What follows belongs to an exercise in optimizing a design on an open flow for small area; a production flow would make more cautious choices. At most, simulation tests tie the RTL to the original design; equivalence was not proved. Power is estimated from default activity; no workload was simulated.

maple:
==> flow/design.v <==
package bp_pkg;
   typedef enum logic [1:0] {
      STRONG_NT = 2'b00,
      WEAK_NT   = 2'b01,
      WEAK_T    = 2'b10,
      STRONG_T  = 2'b11
   } counter_t;
   localparam logic [31:0] STAT_MAX = 32'hFFFF_FFFF;
   function automatic counter_t sat_next(counter_t c, logic taken);
      counter_t n;
      n = c;
      case (c)
         bp_pkg::STRONG_NT: n = taken ? bp_pkg::WEAK_NT  : bp_pkg::STRONG_NT;
         bp_pkg::WEAK_NT:   n = taken ? bp_pkg::WEAK_T   : bp_pkg::STRONG_NT;
         bp_pkg::WEAK_T:    n = taken ? bp_pkg::STRONG_T : bp_pkg::WEAK_NT;
         bp_pkg::STRONG_T:  n = taken ? bp_pkg::STRONG_T : bp_pkg::WEAK_T;
         default:   n = bp_pkg::STRONG_NT;
      endcase
      sat_next = n;
   endfunction
endpackage
module bp_counter_table (
   input  logic [1:0] ctr,
   input  logic       hit,
   input  logic       taken,
   output logic [1:0] ctr_next
);
   always_comb begin
      if (hit) ctr_next = bp_pkg::sat_next(bp_pkg::counter_t'(ctr), taken);
      else     ctr_next = taken ? bp_pkg::WEAK_T : bp_pkg::WEAK_NT;
   end
endmodule
module bp_store #(
   parameter int W = 32
) (
   input  logic         CLK,
   input  logic         we,
   input  logic         keep,
   input  logic [W-1:0] d,
   output logic [W-1:0] q
);
   always_ff @(posedge CLK) q <= (q & {W{keep}}) | (d & {W{we}});
endmodule
module bp_sel_mux #(
   parameter int W = 32
) (
   input  logic [15:0]        sel,
   input  logic [15:0][W-1:0] d,
   output logic [W-1:0]       y
);
   logic [5:0][W-1:0] g;
   for (genvar k = 0; k < 5; k++) begin : g_grp
      bp_aoi3 #(.W(W)) u_aoi (
         .sel (sel[3*k +: 3]),
         .d   (d[3*k +: 3]),
         .y_n (g[k])
      );
   end
   always_comb begin
      g[5] = ~({W{sel[15]}} & d[15]);
      y    = ~(g[0] & g[1] & g[2] & g[3] & g[4] & g[5]);
   end
endmodule
module bp_aoi3 #(
   parameter int W = 32
) (
   input  logic [2:0]        sel,
   input  logic [2:0][W-1:0] d,
   output logic [W-1:0]      y_n
);
   assign y_n = ~(({W{sel[0]}} & d[0]) | ({W{sel[1]}} & d[1]) | ({W{sel[2]}} & d[2]));
endmodule
module br_predictor_btb
#(
   parameter  int ENTRIES = 16,
   parameter  int HIST_W  = 4,
   localparam int IDX_W   = $clog2(ENTRIES)
) (
   input  logic              CLK,
   input  logic              nRST,
   input  logic [31:0]       lookup_pc,
   output logic              hit,
   output logic              predict,
   output logic [31:0]       pred_target,
   output logic [HIST_W-1:0] pred_hist,
   input  logic              pc_en,
   input  logic              upd_valid,
   input  logic [31:0]       upd_pc,
   input  logic              upd_taken,
   input  logic [31:0]       upd_target,
   input  logic              upd_pred,
   input  logic [HIST_W-1:0] upd_hist,
   output logic [31:0]       br_count,
   output logic [31:0]       mispred_count
);
   localparam int TAG_W = 32 - IDX_W - 2;
   logic [ENTRIES-1:0] valid;
   logic [ENTRIES-1:0][TAG_W-1:0] tags;
   logic [ENTRIES-1:0][31:0]      targets;
   logic [ENTRIES-1:0][1:0]       ctrs;
   logic [IDX_W-1:0]   l_idx, u_idx;
   logic [TAG_W-1:0]   l_tag, u_tag;
   logic [ENTRIES-1:0] l_sel, u_sel;
   logic               upd, upd_hit;
   assign l_idx = lookup_pc[IDX_W+1:2];
   assign l_tag = lookup_pc[31:IDX_W+2];
   assign u_idx = upd_pc[IDX_W+1:2];
   assign u_tag = upd_pc[31:IDX_W+2];
   assign upd   = upd_valid & pc_en;
   always_comb begin
      for (int i = 0; i < ENTRIES; i++) begin
         l_sel[i] = (l_idx == IDX_W'(i));
         u_sel[i] = (u_idx == IDX_W'(i));
      end
   end
   logic             l_valid, l_ctr;
   logic [TAG_W-1:0] l_rtag;
   logic [31:0]      l_rtgt;
   logic [ENTRIES-1:0][TAG_W+1+32:0] l_words;
   logic [ENTRIES-1:0][TAG_W+2:0]    u_words;
   always_comb begin
      for (int i = 0; i < ENTRIES; i++) begin
         l_words[i] = {valid[i], ctrs[i][1], tags[i], targets[i]};
         u_words[i] = {valid[i], ctrs[i], tags[i]};
      end
   end
   bp_sel_mux #(.W(TAG_W + 34)) u_l_mux (
      .sel (l_sel),
      .d   (l_words),
      .y   ({l_valid, l_ctr, l_rtag, l_rtgt})
   );
   assign hit         = l_valid & (l_rtag == l_tag);
   assign predict     = hit & l_ctr;
   assign pred_target = {32{hit}} & l_rtgt;
   assign pred_hist   = '0;
   logic             u_valid;
   logic [1:0]       u_ctr, u_ctr_next;
   logic [TAG_W-1:0] u_rtag;
   bp_sel_mux #(.W(TAG_W + 3)) u_u_mux (
      .sel (u_sel),
      .d   (u_words),
      .y   ({u_valid, u_ctr, u_rtag})
   );
   assign upd_hit = u_valid & (u_rtag == u_tag);
   bp_counter_table u_ctr_step (
      .ctr      (u_ctr),
      .hit      (upd_hit),
      .taken    (upd_taken),
      .ctr_next (u_ctr_next)
   );
   logic wr_tgt;
   assign wr_tgt = ~upd_hit | upd_taken;
   logic [ENTRIES-1:0] we_tag, we_tgt;
   assign we_tag = {ENTRIES{upd}} & u_sel;
   assign we_tgt = {ENTRIES{upd & wr_tgt}} & u_sel;
   for (genvar i = 0; i < ENTRIES; i++) begin : g_entry
      bp_store #(.W(TAG_W)) u_tags (
         .CLK  (CLK),
         .we   (we_tag[i]),
         .keep (~we_tag[i]),
         .d    (u_tag),
         .q    (tags[i])
      );
      bp_store #(.W(2)) u_ctrs (
         .CLK  (CLK),
         .we   (we_tag[i]),
         .keep (~we_tag[i]),
         .d    (u_ctr_next),
         .q    (ctrs[i])
      );
      bp_store #(.W(32)) u_target (
         .CLK  (CLK),
         .we   (we_tgt[i]),
         .keep (~we_tgt[i]),
         .d    (upd_target),
         .q    (targets[i])
      );
   end
   always_ff @(posedge CLK or negedge nRST) begin
      if (!nRST)    valid <= '0;
      else if (upd) valid <= valid | u_sel;
   end
   logic [32:0] br_c, mis_c;
   always_comb begin
      br_c[0]  = upd & ~(&br_count);
      mis_c[0] = upd & (upd_pred ^ upd_taken) & ~(&mispred_count);
      for (int i = 0; i < 32; i++) begin
         br_c[i+1]  = br_c[i]  & br_count[i];
         mis_c[i+1] = mis_c[i] & mispred_count[i];
      end
   end
   always_ff @(posedge CLK or negedge nRST) begin
      if (!nRST) begin
         br_count      <= '0;
         mispred_count <= '0;
      end else begin
         br_count      <= br_count ^ br_c[31:0];
         mispred_count <= mispred_count ^ mis_c[31:0];
      end
   end
endmodule
==> flow/config.mk <==
export PLATFORM = sky130hd
export DESIGN_NAME = br_predictor_btb
export DESIGN_NICKNAME = br_predictor_btb
export VERILOG_FILES = /design/flow/design.v
export SDC_FILE = /design/flow/constraint.sdc
export NUM_CORES = 4
export LEC_CHECK = 0
export CAP_MARGIN = 10
export CORE_MARGIN = 2
export CORE_UTILIZATION = 60
export SETUP_SLACK_MARGIN = 0.3
export SLEW_MARGIN = 10
export SYNTH_HIERARCHICAL = 1
==> flow/constraint.sdc <==
create_clock -name core_clock -period 7.0 [get_ports {CLK}]
set_input_delay 1.4000 -clock core_clock [delete_from_list [all_inputs] [get_ports {CLK}]]
set_output_delay 1.4000 -clock core_clock [all_outputs]
set_load 0.01 [all_outputs]
standard.sh (not shown) runs the stock make flow with config.mk's settings and CLKGATE_MAP_FILE= SYNTH_SCRIPT=/design/flow/synth_recipe.tcl, a recipe that flattens the netlist after the stock synthesis.
==> flow/flow/run.sh <==
#!/bin/bash
# Standard layout with the port buffers made of the smallest buffer and
# a clock tree of larger sink clusters without dummy loads.
export BUFFER_PORTS_ARGS="-buffer_cell sky130_fd_sc_hd__buf_1"
export CTS_ARGS="-sink_clustering_enable -repair_clock_nets -sink_clustering_size 28 -sink_clustering_max_diameter 80 -dont_use_dummy_load"
bash standard.sh > standard.log 2>&1
--- input diff maple..lagoon ---
-- flow/design.v --
<<< maple, line 181
      else if (upd) valid <= valid | u_sel;
   end
   logic [32:0] br_c, mis_c;
   always_comb begin
      br_c[0]  = upd & ~(&br_count);
      mis_c[0] = upd & (upd_pred ^ upd_taken) & ~(&mispred_count);
      for (int i = 0; i < 32; i++) begin
         br_c[i+1]  = br_c[i]  & br_count[i];
         mis_c[i+1] = mis_c[i] & mispred_count[i];
      end
   end
   always_ff @(posedge CLK or negedge nRST) begin
      if (!nRST) begin
         br_count      <= '0;
         mispred_count <= '0;
      end else begin
         br_count      <= br_count ^ br_c[31:0];
         mispred_count <= mispred_count ^ mis_c[31:0];
      end
   end
>>> lagoon, line 181
      else if (upd) valid <= valid | u_sel;
   end
   always_ff @(posedge CLK or negedge nRST) begin
      if (!nRST) begin
         br_count      <= '0;
         mispred_count <= '0;
      end else if (upd) begin
         if (br_count != bp_pkg::STAT_MAX) br_count <= br_count + 32'd1;
         if ((upd_pred != upd_taken) && (mispred_count != bp_pkg::STAT_MAX))
            mispred_count <= mispred_count + 32'd1;
      end
   end
## What came out
Diff maple -> lagoon: wire length per cell after detailed routing picked up an extra about 0.3%; post-layout worst setup margin lost 94 ps; number of non-filler instances in the completed layout picked up an extra 2.8%. Summary of lagoon over maple: total vias in the final route +about 3.3%; register clock-pin slew on the reported worst setup and hold paths -20 ps; synthesized-area fraction occupied by xor and xnor cells +1.2 points. Diff maple -> lagoon: number of clock buffer instances in the layout lost about 2%; layout overhead on the synthesized area lost 0.44 points. lagoon ended with less sequential share of layout area than maple. lagoon has clock network fraction of design power below what maple had. On static leakage, maple and lagoon are basically level.

* * *

br_predictor_btb, a different RTL version from the one above (not shown whole).
Size: about 3600 cells after synthesis, roughly 1000 flip-flops, roughly 210 I/O pins.
==> module bp_onehot_mux, before the edit <==
module bp_onehot_mux #(
   parameter int N = 16,
   parameter int W = 32
) (
   input  logic [N-1:0]        sel,
   input  logic [N-1:0][W-1:0] d,
   output logic [W-1:0]        y
);
   always_comb begin
      y = '0;
      for (int i = 0; i < N; i++) y = y | ({W{sel[i]}} & d[i]);
   end
endmodule
==> module br_predictor_btb, before the edit <==
module br_predictor_btb
#(
   parameter  int ENTRIES = 16,
   parameter  int HIST_W  = 4,
   localparam int IDX_W   = $clog2(ENTRIES)
) (
   input  logic              CLK,
   input  logic              nRST,
   input  logic [31:0]       lookup_pc,
   output logic              hit,
   output logic              predict,
   output logic [31:0]       pred_target,
   output logic [HIST_W-1:0] pred_hist,
   input  logic              pc_en,
   input  logic              upd_valid,
   input  logic [31:0]       upd_pc,
   input  logic              upd_taken,
   input  logic [31:0]       upd_target,
   input  logic              upd_pred,
   input  logic [HIST_W-1:0] upd_hist,
   output logic [31:0]       br_count,
   output logic [31:0]       mispred_count
);
   localparam int TAG_W = 32 - IDX_W - 2;
   logic [ENTRIES-1:0] valid;
   logic [ENTRIES-1:0][TAG_W-1:0] tags;
   logic [ENTRIES-1:0][31:0]      targets;
   logic [ENTRIES-1:0][1:0]       ctrs;
   logic [IDX_W-1:0]   l_idx, u_idx;
   logic [TAG_W-1:0]   l_tag, u_tag;
   logic [ENTRIES-1:0] l_sel, u_sel;
   logic               upd, upd_hit;
   assign l_idx = lookup_pc[IDX_W+1:2];
   assign l_tag = lookup_pc[31:IDX_W+2];
   assign u_idx = upd_pc[IDX_W+1:2];
   assign u_tag = upd_pc[31:IDX_W+2];
   assign upd   = upd_valid & pc_en;
   always_comb begin
      for (int i = 0; i < ENTRIES; i++) begin
         l_sel[i] = (l_idx == IDX_W'(i));
         u_sel[i] = (u_idx == IDX_W'(i));
      end
   end
   logic             l_valid, l_ctr;
   logic [TAG_W-1:0] l_rtag;
   logic [31:0]      l_rtgt;
   logic [ENTRIES-1:0][TAG_W+1+32:0] l_words;
   logic [ENTRIES-1:0][TAG_W+2:0]    u_words;
   always_comb begin
      for (int i = 0; i < ENTRIES; i++) begin
         l_words[i] = {valid[i], ctrs[i][1], tags[i], targets[i]};
         u_words[i] = {valid[i], ctrs[i], tags[i]};
      end
   end
   bp_onehot_mux #(.N(ENTRIES), .W(TAG_W + 34)) u_l_mux (
      .sel (l_sel),
      .d   (l_words),
      .y   ({l_valid, l_ctr, l_rtag, l_rtgt})
   );
   assign hit         = l_valid & (l_rtag == l_tag);
   assign predict     = hit & l_ctr;
   assign pred_target = {32{hit}} & l_rtgt;
   assign pred_hist   = '0;
   logic             u_valid;
   logic [1:0]       u_ctr, u_ctr_next;
   logic [TAG_W-1:0] u_rtag;
   bp_onehot_mux #(.N(ENTRIES), .W(TAG_W + 3)) u_u_mux (
      .sel (u_sel),
      .d   (u_words),
      .y   ({u_valid, u_ctr, u_rtag})
   );
   assign upd_hit = u_valid & (u_rtag == u_tag);
   bp_counter_table u_ctr_step (
      .ctr      (u_ctr),
      .hit      (upd_hit),
      .taken    (upd_taken),
      .ctr_next (u_ctr_next)
   );
   logic wr_tgt;
   assign wr_tgt = ~upd_hit | upd_taken;
   logic [ENTRIES-1:0] we_tag, we_tgt;
   assign we_tag = {ENTRIES{upd}} & u_sel;
   assign we_tgt = {ENTRIES{upd & wr_tgt}} & u_sel;
   for (genvar i = 0; i < ENTRIES; i++) begin : g_entry
      bp_store #(.W(TAG_W)) u_tags (
         .CLK  (CLK),
         .we   (we_tag[i]),
         .keep (~we_tag[i]),
         .d    (u_tag),
         .q    (tags[i])
      );
      bp_store #(.W(2)) u_ctrs (
         .CLK  (CLK),
         .we   (we_tag[i]),
         .keep (~we_tag[i]),
         .d    (u_ctr_next),
         .q    (ctrs[i])
      );
      bp_store #(.W(32)) u_target (
         .CLK  (CLK),
         .we   (we_tgt[i]),
         .keep (~we_tgt[i]),
         .d    (upd_target),
         .q    (targets[i])
      );
   end
   always_ff @(posedge CLK or negedge nRST) begin
      if (!nRST)    valid <= '0;
      else if (upd) valid <= valid | u_sel;
   end
   always_ff @(posedge CLK or negedge nRST) begin
      if (!nRST) begin
         br_count      <= '0;
         mispred_count <= '0;
      end else if (upd) begin
         if (br_count != bp_pkg::STAT_MAX) br_count <= br_count + 32'd1;
         if ((upd_pred != upd_taken) && (mispred_count != bp_pkg::STAT_MAX))
            mispred_count <= mispred_count + 32'd1;
      end
   end
endmodule
Settings: LEC_CHECK=0, CAP_MARGIN=10, CORE_MARGIN=2, CORE_UTILIZATION=60, SETUP_SLACK_MARGIN=0.3, SLEW_MARGIN=10, SYNTH_HIERARCHICAL=1; clock period 7.0 ns.
==> flow/flow/run.sh <==
#!/bin/bash
# Standard layout with the port buffers made of the smallest buffer and
# a clock tree of larger sink clusters without dummy loads.
export BUFFER_PORTS_ARGS="-buffer_cell sky130_fd_sc_hd__buf_1"
export CTS_ARGS="-sink_clustering_enable -repair_clock_nets -sink_clustering_size 22 -sink_clustering_max_diameter 80 -dont_use_dummy_load"
bash standard.sh > standard.log 2>&1
Next try:
--- a/flow/design.v
+++ b/flow/design.v
@@ -38,23 +38,10 @@
    input  logic         keep,
    input  logic [W-1:0] d,
    output logic [W-1:0] q
 );
    always_ff @(posedge CLK) q <= (q & {W{keep}}) | (d & {W{we}});
-endmodule
-module bp_onehot_mux #(
-   parameter int N = 16,
-   parameter int W = 32
-) (
-   input  logic [N-1:0]        sel,
-   input  logic [N-1:0][W-1:0] d,
-   output logic [W-1:0]        y
-);
-   always_comb begin
-      y = '0;
-      for (int i = 0; i < N; i++) y = y | ({W{sel[i]}} & d[i]);
-   end
 endmodule
 module br_predictor_btb
 #(
    parameter  int ENTRIES = 16,
    parameter  int HIST_W  = 4,
@@ -98,35 +85,39 @@
       end
    end
    logic             l_valid, l_ctr;
    logic [TAG_W-1:0] l_rtag;
    logic [31:0]      l_rtgt;
-   logic [ENTRIES-1:0][TAG_W+1+32:0] l_words;
-   logic [ENTRIES-1:0][TAG_W+2:0]    u_words;
    always_comb begin
+      l_valid = 1'b0;
+      l_ctr   = 1'b0;
+      l_rtag  = '0;
+      l_rtgt  = '0;
       for (int i = 0; i < ENTRIES; i++) begin
-         l_words[i] = {valid[i], ctrs[i][1], tags[i], targets[i]};
-         u_words[i] = {valid[i], ctrs[i], tags[i]};
+         l_valid = l_valid | (l_sel[i] & valid[i]);
+         l_ctr   = l_ctr   | (l_sel[i] & ctrs[i][1]);
+         l_rtag  = l_rtag  | ({TAG_W{l_sel[i]}} & tags[i]);
+         l_rtgt  = l_rtgt  | ({32{l_sel[i]}} & targets[i]);
       end
    end
-   bp_onehot_mux #(.N(ENTRIES), .W(TAG_W + 34)) u_l_mux (
-      .sel (l_sel),
-      .d   (l_words),
-      .y   ({l_valid, l_ctr, l_rtag, l_rtgt})
-   );
    assign hit         = l_valid & (l_rtag == l_tag);
    assign predict     = hit & l_ctr;
    assign pred_target = {32{hit}} & l_rtgt;
    assign pred_hist   = '0;
    logic             u_valid;
    logic [1:0]       u_ctr, u_ctr_next;
    logic [TAG_W-1:0] u_rtag;
-   bp_onehot_mux #(.N(ENTRIES), .W(TAG_W + 3)) u_u_mux (
-      .sel (u_sel),
-      .d   (u_words),
-      .y   ({u_valid, u_ctr, u_rtag})
-   );
+   always_comb begin
+      u_valid = 1'b0;
+      u_ctr   = '0;
+      u_rtag  = '0;
+      for (int i = 0; i < ENTRIES; i++) begin
+         u_valid = u_valid | (u_sel[i] & valid[i]);
+         u_ctr   = u_ctr   | ({2{u_sel[i]}} & ctrs[i]);
+         u_rtag  = u_rtag  | ({TAG_W{u_sel[i]}} & tags[i]);
+      end
+   end
    assign upd_hit = u_valid & (u_rtag == u_tag);
    bp_counter_table u_ctr_step (
       .ctr      (u_ctr),
       .hit      (upd_hit),
       .taken    (upd_taken),
Result: Core utilization goes up by 2.0 points; hold slack hardly moves; via count rises by 20%; sequential power went up by about 1%; critical path depth went up by 1; first-iteration DRC count goes up by 96%; setup slack loses 130 ps; count of clock-buffer cells in the layout stays the same; clock skew climbs by 19 ps; sequential share of layout area shrinks by 3.4 points; global-route usage came out higher by 11 points; final area grows by 7.8%.
Function not checked in the second run of this note: the RTL went through the layout flow alone.

==> afterwards: timing with drivers on the ports <==
Ports are ideal in the flow. The routed layouts listed here were re-timed in OpenROAD. Step 1: set_driving_cell puts a clkbuf_16 on CLK and a buf_2 on each other input, an assumption about the parent block. Step 2, shift: input delay + t, output delay - t, t = (earliest + latest rising clock arrival at the registers) / 2. This alone moves slack from input paths to output paths. a / b / c = ideal ports / drivers / drivers and shift; a / b = the first two.
| run | shift t [ns] | setup WS [ns] | worst slew at a driven data input, ns |
|---|---|---|---|
| maple | 0.695 | 0.384 / 0.297 / -0.103 | 0.18 |
| lagoon | 0.694 | 0.290 / 0.260 / 0.260 | 0.15 |
| the first run of note 2 | 0.709 | 0.325 / 0.259 / 0.259 | 0.16 |
| the second run of note 2 | 0.725 | 0.191 / 0.152 / 0.152 | 0.17 |
Met with ideal ports but missed after step 2: setup timing in maple. For maple, which loses most, drivers alone change the setup slack by -0.087 ns; drivers and shift together by -0.487 ns.
